Source: an optimization exercise on an open RTL-to-GDS flow (aim: small area and a short achievable clock period). Production flows keep margins and buffers that such runs may drop.
Where RTL was checked, it was by simulation tests only, not by an equivalence proof against the original.
No activity file was given, so power comes from the tool's default toggle rates.

==> flow/design.v <==
package hot_tracker_pkg;
  localparam int ADDR_SIZE  = 33;                     
  localparam int DATA_SIZE  = 22;                     
  localparam int PAGE_SHIFT = ADDR_SIZE - DATA_SIZE;  
  localparam int CNT_SIZE   = 13;                     
  localparam int CMD_WIDTH  = 4;                      
  localparam int TOP_K           = 5;  
  localparam int DEF_NUM_ENTRY   = 8;  
  localparam int DEF_MIG_CREDITS = 2;  
  typedef logic [ADDR_SIZE-1:0] addr_t;  
  typedef logic [DATA_SIZE-1:0] page_t;  
  typedef logic [CNT_SIZE-1:0]  cnt_t;   
  typedef logic [CMD_WIDTH-1:0] cmd_t;   
endpackage
`timescale 1ns/100ps
module access_filter (
  input  logic                   clk_400mhz,
  input  logic                   rstn,
  input  hot_tracker_pkg::addr_t araddr,
  input  logic                   arvalid,
  input  logic                   arready,
  input  hot_tracker_pkg::addr_t csr_addr_lb,
  input  hot_tracker_pkg::addr_t csr_addr_ub,
  output logic                   mem_chan_rd_en
);
  hot_tracker_pkg::addr_t lb_r;
  hot_tracker_pkg::addr_t ub_r;
  logic                   loaded;    
  logic                   in_range;
  always_ff @(posedge clk_400mhz or negedge rstn) begin
    if (!rstn) loaded <= 1'b0;
    else       loaded <= 1'b1;
  end
  always_ff @(posedge clk_400mhz) begin
    lb_r <= csr_addr_lb;
    ub_r <= csr_addr_ub;
  end
  assign in_range       = loaded ? ((araddr >= lb_r) && (araddr <= ub_r)) : (araddr == '0);
  assign mem_chan_rd_en = arvalid & arready & in_range;
endmodule
`timescale 1ns/100ps
module page_match #(
  parameter int PW = hot_tracker_pkg::DATA_SIZE - 1
) (
  input  logic [PW-1:0] a,
  input  logic [PW-1:0] b,
  input  logic          valid,
  output logic          hit
);
  assign hit = valid & (a == b);
endmodule
module hot_tracker_bank #(
  parameter  int NUM_ENTRY = hot_tracker_pkg::DEF_NUM_ENTRY,
  localparam int CW        = hot_tracker_pkg::CNT_SIZE,
  localparam int PW        = hot_tracker_pkg::DATA_SIZE - 1
) (
  input  logic                      clk_400mhz,
  input  logic                      rstn,
  input  logic                      upd_en,      
  input  logic [PW-1:0]             page,        
  input  logic [NUM_ENTRY-1:0]      clr,         
  output logic [NUM_ENTRY-1:0]      valid,
  output logic [NUM_ENTRY*CW-1:0]   cnt_flat,
  output logic [NUM_ENTRY*PW-1:0]   page_flat
);
  logic [PW-1:0]        page_tab [NUM_ENTRY];
  logic [CW-1:0]        cnt_tab  [NUM_ENTRY];
  logic [NUM_ENTRY-1:0] hit;           
  logic                 any_hit;
  logic [NUM_ENTRY-1:0] alloc;
  logic [NUM_ENTRY-1:0] cnt_we;
  logic [NUM_ENTRY:0]   full_below;    
  logic [CW-1:0]        cnt_rd;        
  logic                 sat;
  logic [CW-1:0]        cnt_wr;        
  for (genvar i = 0; i < NUM_ENTRY; i++) begin : g_match
    page_match #(.PW(PW)) u_match (
      .a     (page_tab[i]),
      .b     (page),
      .valid (valid[i]),
      .hit   (hit[i])
    );
  end
  assign any_hit = |hit;
  always_comb begin
    cnt_rd = '0;
    for (int i = 0; i < NUM_ENTRY; i++) cnt_rd = cnt_rd | (cnt_tab[i] & {CW{hit[i]}});
  end
  assign sat    = &cnt_rd;
  assign cnt_wr = cnt_rd + 1'b1;
  always_comb begin
    full_below[0] = 1'b1;
    for (int i = 0; i < NUM_ENTRY; i++) begin
      full_below[i+1] = full_below[i] & valid[i];
      alloc[i]        = upd_en & ~any_hit & ~valid[i] & full_below[i];
      cnt_we[i]       = (upd_en & hit[i] & ~sat) | alloc[i];
    end
  end
  always_ff @(posedge clk_400mhz or negedge rstn) begin
    if (!rstn) valid <= '0;
    else       valid <= (valid & ~clr) | alloc;
  end
  for (genvar i = 0; i < NUM_ENTRY; i++) begin : g_ent
    always_ff @(posedge clk_400mhz) begin
      if (!valid[i]) page_tab[i] <= page;
      if (cnt_we[i]) cnt_tab[i]  <= cnt_wr;
    end
    assign cnt_flat[i*CW +: CW]  = cnt_tab[i];
    assign page_flat[i*PW +: PW] = page_tab[i];
  end
endmodule
`timescale 1ns/100ps
module max_stage #(
  parameter int N = 16
) (
  input  logic [N-1:0] cand,
  input  logic [N-1:0] cbit,
  output logic [N-1:0] cand_o
);
  logic any;
  assign any    = |(cand & cbit);
  assign cand_o = cand & (cbit | {N{~any}});
endmodule
module max_stage2 #(
  parameter int N = 16
) (
  input  logic [N-1:0] cand,
  input  logic [N-1:0] chi,
  input  logic [N-1:0] clo,
  output logic [N-1:0] cand_o
);
  logic any_hi, any_lo, any_both, any_lo_only;
  assign any_hi      = |(cand & chi);
  assign any_both    = |(cand & chi & clo);
  assign any_lo_only = |(cand & clo);
  assign any_lo      = any_hi ? any_both : any_lo_only;
  assign cand_o      = cand & (chi | {N{~any_hi}}) & (clo | {N{~any_lo}});
endmodule
module mig_addr_selector #(
  parameter  int NUM_ENTRY   = hot_tracker_pkg::DEF_NUM_ENTRY,
  parameter  int MIG_CREDITS = hot_tracker_pkg::DEF_MIG_CREDITS,
  localparam int CW          = hot_tracker_pkg::CNT_SIZE,
  localparam int PW          = hot_tracker_pkg::DATA_SIZE - 1,
  localparam int N           = 2 * NUM_ENTRY,
  localparam int IDX_W       = $clog2(N)
) (
  input  logic                    clk_400mhz,
  input  logic                    rstn,
  input  logic                    query_en,
  input  hot_tracker_pkg::cmd_t   query_cmd,
  input  logic                    mig_credit,
  input  logic [N-1:0]            valid,       
  input  logic [N*CW-1:0]         cnt_flat,    
  input  logic [N*PW-1:0]         page_flat,   
  output logic                    busy,
  output logic [N-1:0]            clr,
  output logic                    query_ready,
  output logic                    mig_addr_en,
  output hot_tracker_pkg::addr_t  mig_addr
);
  localparam int CRED_W = $clog2(MIG_CREDITS + 1);
  logic [2:0]        remain;
  logic [2:0]        k_clamped;
  logic [CRED_W-1:0] credits;
  logic              accept;
  logic              any_valid;
  logic              emit;
  logic [N-1:0]      cand;
  logic [N-1:0]      sel;
  logic [N-1:0]      sel_r;        
  logic [PW-1:0]     mig_page;
  assign query_ready = ~busy;
  assign accept      = query_en & ~busy;
  assign k_clamped   = (query_cmd > 4'd5) ? 3'd5 : query_cmd[2:0];
  assign any_valid   = |valid;
  logic [N-1:0] cbit   [CW];
  logic [N-1:0] cand_b [CW+1];
  for (genvar b = 0; b < CW; b++) begin : g_cbit
    for (genvar i = 0; i < N; i++) begin : g_ent
      assign cbit[b][i] = cnt_flat[i*CW + b];
    end
  end
  assign cand_b[CW] = valid;
  for (genvar b = CW - 1; b >= 1; b -= 2) begin : g_srch2
    max_stage2 #(.N(N)) u_stage (.cand(cand_b[b+1]), .chi(cbit[b]), .clo(cbit[b-1]), .cand_o(cand_b[b-1]));
  end
  if (CW % 2 == 1) begin : g_srch1
    max_stage #(.N(N)) u_stage (.cand(cand_b[1]), .cbit(cbit[0]), .cand_o(cand_b[0]));
  end
  assign cand = cand_b[0];
  always_comb begin
    logic seen;
    seen = 1'b0;
    sel  = '0;
    for (int i = 0; i < N; i++) begin
      sel[i] = cand[i] & ~seen;
      seen   = seen | cand[i];
    end
  end
  assign emit = busy & any_valid & (credits != '0);
  assign clr  = emit ? sel : '0;
  always_ff @(posedge clk_400mhz or negedge rstn) begin
    if (!rstn) begin
      busy <= 1'b0;
    end else if (accept) begin
      busy <= (k_clamped != '0);
    end else if (busy) begin
      if (!any_valid || (emit && remain == 3'd1)) busy <= 1'b0;
    end
  end
  always_ff @(posedge clk_400mhz) begin
    if (accept)    remain <= k_clamped;
    else if (emit) remain <= remain - 1'b1;
  end
  always_ff @(posedge clk_400mhz or negedge rstn) begin
    if (!rstn) begin
      credits     <= CRED_W'(MIG_CREDITS);
      mig_addr_en <= 1'b0;
    end else begin
      credits     <= credits - CRED_W'(emit) + CRED_W'(mig_credit);
      mig_addr_en <= emit;
    end
  end
  always_ff @(posedge clk_400mhz) sel_r <= sel;
  always_comb begin
    mig_page = '0;
    for (int i = 0; i < N; i++) mig_page = mig_page | (page_flat[i*PW +: PW] & {PW{sel_r[i]}});
  end
  assign mig_addr = {mig_page, |sel_r[N-1:NUM_ENTRY], {hot_tracker_pkg::PAGE_SHIFT{1'b0}}};
endmodule
`timescale 1ns/100ps
module hot_tracker_top #(
  parameter int NUM_ENTRY   = hot_tracker_pkg::DEF_NUM_ENTRY,
  parameter int MIG_CREDITS = hot_tracker_pkg::DEF_MIG_CREDITS
) (
  input  logic                   clk_400mhz,
  input  logic                   rstn,
  input  hot_tracker_pkg::addr_t araddr,
  input  logic                   arvalid,
  input  logic                   arready,
  input  hot_tracker_pkg::addr_t csr_addr_lb,
  input  hot_tracker_pkg::addr_t csr_addr_ub,
  input  logic                   query_en,
  input  hot_tracker_pkg::cmd_t  query_cmd,
  input  logic                   mig_credit,
  output logic                   mem_chan_rd_en,
  output logic                   query_ready,
  output logic                   mig_addr_en,
  output hot_tracker_pkg::addr_t mig_addr
);
  localparam int CW = hot_tracker_pkg::CNT_SIZE;
  localparam int PW = hot_tracker_pkg::DATA_SIZE - 1;
  localparam int PS = hot_tracker_pkg::PAGE_SHIFT;
  logic                     busy;
  logic [2*NUM_ENTRY-1:0]   valid;
  logic [2*NUM_ENTRY-1:0]   clr;
  logic [2*NUM_ENTRY*CW-1:0] cnt_flat;
  logic [2*NUM_ENTRY*PW-1:0] page_flat;
  logic                     upd_even, upd_odd;
  access_filter u_access_filter (
    .clk_400mhz     (clk_400mhz),
    .rstn           (rstn),
    .araddr         (araddr),
    .arvalid        (arvalid),
    .arready        (arready),
    .csr_addr_lb    (csr_addr_lb),
    .csr_addr_ub    (csr_addr_ub),
    .mem_chan_rd_en (mem_chan_rd_en)
  );
  assign upd_even = mem_chan_rd_en & ~busy & ~araddr[PS];
  assign upd_odd  = mem_chan_rd_en & ~busy &  araddr[PS];
  hot_tracker_bank #(.NUM_ENTRY(NUM_ENTRY)) u_even_bank (
    .clk_400mhz (clk_400mhz),
    .rstn       (rstn),
    .upd_en     (upd_even),
    .page       (araddr[hot_tracker_pkg::ADDR_SIZE-1:PS+1]),
    .clr        (clr[NUM_ENTRY-1:0]),
    .valid      (valid[NUM_ENTRY-1:0]),
    .cnt_flat   (cnt_flat[NUM_ENTRY*CW-1:0]),
    .page_flat  (page_flat[NUM_ENTRY*PW-1:0])
  );
  hot_tracker_bank #(.NUM_ENTRY(NUM_ENTRY)) u_odd_bank (
    .clk_400mhz (clk_400mhz),
    .rstn       (rstn),
    .upd_en     (upd_odd),
    .page       (araddr[hot_tracker_pkg::ADDR_SIZE-1:PS+1]),
    .clr        (clr[2*NUM_ENTRY-1:NUM_ENTRY]),
    .valid      (valid[2*NUM_ENTRY-1:NUM_ENTRY]),
    .cnt_flat   (cnt_flat[2*NUM_ENTRY*CW-1:NUM_ENTRY*CW]),
    .page_flat  (page_flat[2*NUM_ENTRY*PW-1:NUM_ENTRY*PW])
  );
  mig_addr_selector #(
    .NUM_ENTRY   (NUM_ENTRY),
    .MIG_CREDITS (MIG_CREDITS)
  ) u_mig_addr_selector (
    .clk_400mhz  (clk_400mhz),
    .rstn        (rstn),
    .query_en    (query_en),
    .query_cmd   (query_cmd),
    .mig_credit  (mig_credit),
    .valid       (valid),
    .cnt_flat    (cnt_flat),
    .page_flat   (page_flat),
    .busy        (busy),
    .clr         (clr),
    .query_ready (query_ready),
    .mig_addr_en (mig_addr_en),
    .mig_addr    (mig_addr)
  );
endmodule
clock: 24.0 ns
lec_check: 0
cap_margin: 20
core_margin: 2
core_utilization: 40
slew_margin: 20
synth_hierarchical: 1
synth_minimum_keep_size: 0
run.sh (not shown) runs the stock make flow with config.mk's settings and CLKGATE_MAP_FILE= SYNTH_SCRIPT=/design/flow/synth_recipe.tcl, a recipe that flattens the netlist after the stock synthesis.
Change:
--- a/flow/design.v
+++ b/flow/design.v
@@ -118,27 +118,12 @@
   output logic [N-1:0] cand_o
 );
   logic any;
   assign any    = |(cand & cbit);
   assign cand_o = cand & (cbit | {N{~any}});
 endmodule
-module max_stage2 #(
-  parameter int N = 16
-) (
-  input  logic [N-1:0] cand,
-  input  logic [N-1:0] chi,
-  input  logic [N-1:0] clo,
-  output logic [N-1:0] cand_o
-);
-  logic any_hi, any_lo, any_both, any_lo_only;
-  assign any_hi      = |(cand & chi);
-  assign any_both    = |(cand & chi & clo);
-  assign any_lo_only = |(cand & clo);
-  assign any_lo      = any_hi ? any_both : any_lo_only;
-  assign cand_o      = cand & (chi | {N{~any_hi}}) & (clo | {N{~any_lo}});
-endmodule
 module mig_addr_selector #(
   parameter  int NUM_ENTRY   = hot_tracker_pkg::DEF_NUM_ENTRY,
   parameter  int MIG_CREDITS = hot_tracker_pkg::DEF_MIG_CREDITS,
   localparam int CW          = hot_tracker_pkg::CNT_SIZE,
   localparam int PW          = hot_tracker_pkg::DATA_SIZE - 1,
   localparam int N           = 2 * NUM_ENTRY,
@@ -170,25 +155,20 @@
   logic [N-1:0]      sel_r;        
   logic [PW-1:0]     mig_page;
   assign query_ready = ~busy;
   assign accept      = query_en & ~busy;
   assign k_clamped   = (query_cmd > 4'd5) ? 3'd5 : query_cmd[2:0];
   assign any_valid   = |valid;
-  logic [N-1:0] cbit   [CW];
   logic [N-1:0] cand_b [CW+1];
-  for (genvar b = 0; b < CW; b++) begin : g_cbit
-    for (genvar i = 0; i < N; i++) begin : g_ent
-      assign cbit[b][i] = cnt_flat[i*CW + b];
-    end
-  end
   assign cand_b[CW] = valid;
-  for (genvar b = CW - 1; b >= 1; b -= 2) begin : g_srch2
-    max_stage2 #(.N(N)) u_stage (.cand(cand_b[b+1]), .chi(cbit[b]), .clo(cbit[b-1]), .cand_o(cand_b[b-1]));
-  end
-  if (CW % 2 == 1) begin : g_srch1
-    max_stage #(.N(N)) u_stage (.cand(cand_b[1]), .cbit(cbit[0]), .cand_o(cand_b[0]));
+  for (genvar b = CW - 1; b >= 0; b--) begin : g_srch
+    logic [N-1:0] cbit;
+    for (genvar i = 0; i < N; i++) begin : g_bit
+      assign cbit[i] = cnt_flat[i*CW + b];
+    end
+    max_stage #(.N(N)) u_stage (.cand(cand_b[b+1]), .cbit(cbit), .cand_o(cand_b[b]));
   end
   assign cand = cand_b[0];
   always_comb begin
     logic seen;
     seen = 1'b0;
     sel  = '0;
Synthesized cell count went down by 1.8%.
Clock-buffer cell count climbs by 4.
Worst hold slack improves by 0.0032 ns.
Power is higher by 1.4%.
Cell area falls by 0.33%.
Die area falls by 0.65%.
First-iteration DRC count shrinks by 15%.
Final cell count shrinks by 0.68%.
Worst setup slack got worse by 2.8 ns.

---

== build 75 ==
hot_tracker_top, a different RTL version from the one above (not shown whole).
For scale: about 2300 cells after synthesis, roughly 650 flip-flops, roughly 150 I/O pins.
==> module access_filter, before the edit <==
module access_filter (
  input  logic                   clk_400mhz,
  input  logic                   rstn,
  input  hot_tracker_pkg::addr_t araddr,
  input  logic                   arvalid,
  input  logic                   arready,
  input  hot_tracker_pkg::addr_t csr_addr_lb,
  input  hot_tracker_pkg::addr_t csr_addr_ub,
  output logic                   mem_chan_rd_en
);
  hot_tracker_pkg::addr_t lb_r;
  hot_tracker_pkg::addr_t ub_r;
  logic                   loaded;    
  logic                   in_range;
  logic                   above_lb, below_ub;
  always_ff @(posedge clk_400mhz or negedge rstn) begin
    if (!rstn) loaded <= 1'b0;
    else       loaded <= 1'b1;
  end
  always_ff @(posedge clk_400mhz) begin
    lb_r <= csr_addr_lb;
    ub_r <= csr_addr_ub;
  end
  addr_ge u_ge_lb (.a(araddr), .b(lb_r), .ge(above_lb));
  addr_ge u_le_ub (.a(ub_r), .b(araddr), .ge(below_ub));
  assign in_range       = loaded ? (above_lb & below_ub) : (araddr == '0);
  assign mem_chan_rd_en = arvalid & arready & in_range;
endmodule
export LEC_CHECK = 0
export CAP_MARGIN = 20
export CORE_MARGIN = 2
export CORE_UTILIZATION = 60
export CTS_BUF_LIST = sky130_fd_sc_hd__clkbuf_16
export CTS_CLUSTER_DIAMETER = 120
export CTS_CLUSTER_SIZE = 24
export SLEW_MARGIN = 20
export SYNTH_HIERARCHICAL = 1
export SYNTH_MINIMUM_KEEP_SIZE = 0
create_clock -name core_clock -period 24.0 [get_ports {clk_400mhz}]
standard.sh (not shown) runs the stock make flow with config.mk's settings and CLKGATE_MAP_FILE= SYNTH_SCRIPT=/design/flow/synth_recipe.tcl, a recipe that flattens the netlist after the stock synthesis.
==> flow/flow/run.sh <==
#!/bin/bash
# Own layout flow: the standard ORFS flow (standard.sh, unchanged synthesis),
# with two changes to how the layout is optimised:
#  - port buffers use a regular buffer cell instead of the resizer's default pick
#  - timing repair aims for extra setup margin (the SDC and clock are unchanged)
# Each tool's full output stays in orfs/logs/...; make's own output goes to flow_make.log.
set -euo pipefail
export BUFFER_PORTS_ARGS="-buffer_cell sky130_fd_sc_hd__buf_1"
export SETUP_SLACK_MARGIN="${OWN_SETUP_MARGIN:-13}"
export TNS_END_PERCENT="${OWN_TNS_END:-10}"
bash standard.sh > flow_make.log 2>&1
Build 75 reached the final stage; the timing, design-rule and antenna checks on its layout passed.
## Diff of input files: build 69 against build 75
==> flow/design.v, changed modules only <==
module access_filter (
  input  logic                   clk_400mhz,
  input  logic                   rstn,
  input  hot_tracker_pkg::addr_t araddr,
  input  logic                   arvalid,
  input  logic                   arready,
  input  hot_tracker_pkg::addr_t csr_addr_lb,
  input  hot_tracker_pkg::addr_t csr_addr_ub,
  output logic                   mem_chan_rd_en
);
  hot_tracker_pkg::addr_t lb_r;       
  hot_tracker_pkg::addr_t ub_r;
  logic                   above_lb, below_ub;
  always_ff @(posedge clk_400mhz or negedge rstn) begin
    if (!rstn) begin
      lb_r <= '0;
      ub_r <= '0;
    end else begin
      lb_r <= csr_addr_lb;
      ub_r <= csr_addr_ub;
    end
  end
  addr_ge u_ge_lb (.a(araddr), .b(lb_r), .ge(above_lb));
  addr_ge u_le_ub (.a(ub_r), .b(araddr), .ge(below_ub));
  assign mem_chan_rd_en = arvalid & arready & above_lb & below_ub;
endmodule
Notes after the runs:
- Total power delta (build 69 − build 75): unfavourable
- Comparing build 69 and build 75, the higher wire length on met2 was measured on build 69.
- On total routing usage reported by global routing: between build 69 and build 75, it ends up lower for build 69.
- Part of the power in the clock network sits lower in build 69 than in build 75.
- Delta (build 69 minus build 75): proportion of register bits with asynchronous set or reset after synthesis increased 10 points; final non-filler cell total grew by about 0.7%.
- Cmp build 69 vs build 75: logic depth of the worst path, buffers included lower in build 69
The RTL of build 69 was laid out without a check of its function.

==> port drivers added, routing unchanged <==
No port has a modelled driver above. Below, the same layouts with a new extraction and two added sets of constraints.
Step 1, drivers: a clkbuf_16 drives clk_400mhz and a buf_2 each remaining input, both assumed.
Step 2, shift: input delay + t, output delay - t, t = (earliest + latest rising clock arrival at the registers) / 2. This alone moves slack from input paths to output paths.
a / b / c = ideal / step 1 / step 2; a / b = the first two.
run | t (ns) | slack for setup (ns) | worst slew at a driven data input, ns
the first run of note 1 | 0.657 | 11.095 / 11.071 / 11.071 | 0.08
the second run of note 1 | 0.698 | 8.303 / 8.303 / 8.303 | 0.08
build 75 | 0.680 | 12.460 / 12.372 / 12.372 | 0.13
build 69 | 0.694 | 12.528 / 12.389 / 12.389 | 0.18
After both steps setup and hold are still met in every run listed. For build 69, which loses most, drivers alone change the setup slack by -0.139 ns; drivers and shift together by -0.139 ns.
